Context: an optimization exercise on an open-source flow, tuned for small area, a short achievable clock period and few clock cycles. The choices shown serve that exercise and are no tape-out recipe. The RTL was checked by simulation tests, not by an equivalence proof against the original design. Power and IR drop assume default switching activity.

## xenon
// analog_axis_key_repeater_top
module analog_axis_key_repeater_top (
    input  logic                                  clk,
    input  logic                                  rst_n,
    input  logic                                  push,
    output logic                                  full,
    input  logic                                  cmd,
    input  logic [akr_pkg::AXIS_BITS-1:0]         axis_number,
    input  logic signed [akr_pkg::LEVEL_BITS-1:0] axis_level,
    input  logic [akr_pkg::TIME_BITS-1:0]         time_ms,
    input  logic                                  cfg_we,
    input  logic [akr_pkg::CFG_IDX_BITS-1:0]      cfg_addr,
    input  logic [akr_pkg::CFG_BITS-1:0]          cfg_wdata,
    output logic                                  empty,
    input  logic                                  pop,
    output logic [akr_pkg::ENTRY_BITS-1:0]        entry_index,
    output logic [akr_pkg::KEY_BITS-1:0]          key_code,
    output logic                                  is_release,
    output logic                                  last_of_run
);
export LEC_CHECK = 0
export CAP_MARGIN = 20
export CORE_MARGIN = 2
export CORE_UTILIZATION = 60
export CTS_CLUSTER_DIAMETER = 100
export CTS_CLUSTER_SIZE = 30
export SETUP_SLACK_MARGIN = 5
export SLEW_MARGIN = 20
export SYNTH_HIERARCHICAL = 1
export TNS_END_PERCENT = 0
create_clock -name core_clock -period 8.0 [get_ports {clk}]
run.sh (not shown) runs the stock make flow with config.mk's settings and CLKGATE_MAP_FILE= SYNTH_SCRIPT=/design/flow/synth_recipe.tcl, a recipe that flattens the netlist after the stock synthesis.
Testbench counts of xenon, summed over its fixed seeds: cycles 11,651.
Relative to xenon, the following input files were edited for maple:
- SYNTH_HIERARCHICAL: 1 -> unset
- CTS_CLUSTER_DIAMETER: 100 -> 80
- ABC_AREA: unset -> 1
==> flow/flow/run.sh (new file) <==
#!/bin/bash
set -euo pipefail
export BUFFER_PORTS_ARGS="-buffer_cell sky130_fd_sc_hd__buf_4"
bash standard.sh finish > flow.log 2>&1
==> flow/standard.sh (new file) <==
#!/bin/bash
# synth_recipe.tcl (not shown) runs the flow's synth.tcl, then flattens the netlist and writes it again
# the make line also repeats each setting of config.mk as NAME=value (left out here)
make -C /OpenROAD-flow-scripts/flow DESIGN_CONFIG=/design/flow/config.mk WORK_HOME=/design/flow/orfs CLKGATE_MAP_FILE= SYNTH_SCRIPT=/design/flow/synth_recipe.tcl "${@:-finish}"
removed: flow/run.sh
--- outcome ---
All of xenon and maple finish clean.
[compare] base=xenon new=maple: sequential share of power stayed essentially flat; wire length rose 9.2%; clock buffer instance count of the final layout higher; register-to-register setup slack saw an increase; multiplexer fraction of the synthesized cell area went down.
Input changes introduced in garnet (baseline for comparison: maple):
- CTS_CLUSTER_DIAMETER now 70, was 80
Relative to maple, the final instance count without filler cells measured on garnet has increased slightly.
garnet: no failed stages, no open violations at the end
Looking at maple and garnet, the width of the die is a wash.
From maple to garnet the numbers moved as follows: achievable clock frequency increased by 1.3% relative to the old numbers, area growth from synthesis to final layout rose by 0.88 points, routed wire length on met3 now smaller.
#### Input delta (sierra over garnet)
==> flow/run.sh (new file) <==
#!/bin/bash
# synth_recipe.tcl (not shown) runs the flow's synth.tcl, then flattens the netlist and writes it again
# the make line also repeats each setting of config.mk as NAME=value (left out here)
make -C /OpenROAD-flow-scripts/flow DESIGN_CONFIG=/design/flow/config.mk WORK_HOME=/design/flow/orfs CLKGATE_MAP_FILE= SYNTH_SCRIPT=/design/flow/synth_recipe.tcl finish
removed: flow/flow/run.sh
removed: flow/standard.sh
Results
- Between garnet and sierra, the met3 demand-to-capacity share in global routing figures differ only marginally.
- NOTE routed wire length per instance garnet->sierra increased by a few percent
- garnet -> sierra: synthesized area delta 0, exact match
- Compared with garnet, sierra shows a lower logic depth of the worst path, buffers included.
- Comparing the two runs side by side, sierra comes out ahead of garnet on hold slack.
- Compared to garnet, the routing of sierra uses more wire.
- Measured against each other, garnet and sierra differ in clock tree cell share of total cell area, the lower figure coming from garnet.
- sierra and garnet ended up with roughly the same ratio of total power to cell area.
- Of the two candidates, garnet has the better register-to-register slack and sierra the worse one.

## port drivers added, routing unchanged
No port has a modelled driver above. Below, the same layouts with a new extraction and two added sets of constraints.
Step 1 (the two cells are an assumption about what drives the block):
set clk [get_ports {clk}]
set_driving_cell -lib_cell sky130_fd_sc_hd__clkbuf_16 $clk
set_driving_cell -lib_cell sky130_fd_sc_hd__buf_2 [delete_from_list [all_inputs] $clk]
Step 2 also shifts input and output timing later by t, the mid clock arrival at the registers, as if the neighbouring blocks saw the same clock.
Three values: ideal ports, drivers, drivers and shift; two values: the first two.
| run | t (ns) | setup WS [ns] | latest minus earliest clock arrival (ns) |
|---|---|---|---|
| xenon | 0.600 | 4.564 / 4.589 / 3.989 | 0.028 / 0.028 |
| maple | 0.630 | 4.953 / 4.953 / 4.716 | 0.044 / 0.044 |
| garnet | 0.648 | 4.992 / 4.992 / 4.698 | 0.035 / 0.034 |
| sierra | 0.671 | 4.851 / 4.788 / 4.326 | 0.040 / 0.041 |
After both steps setup and hold are still met in every run listed. The setup slack of xenon, which loses most, moves by +0.025 ns with the drivers and by -0.575 ns with both steps.
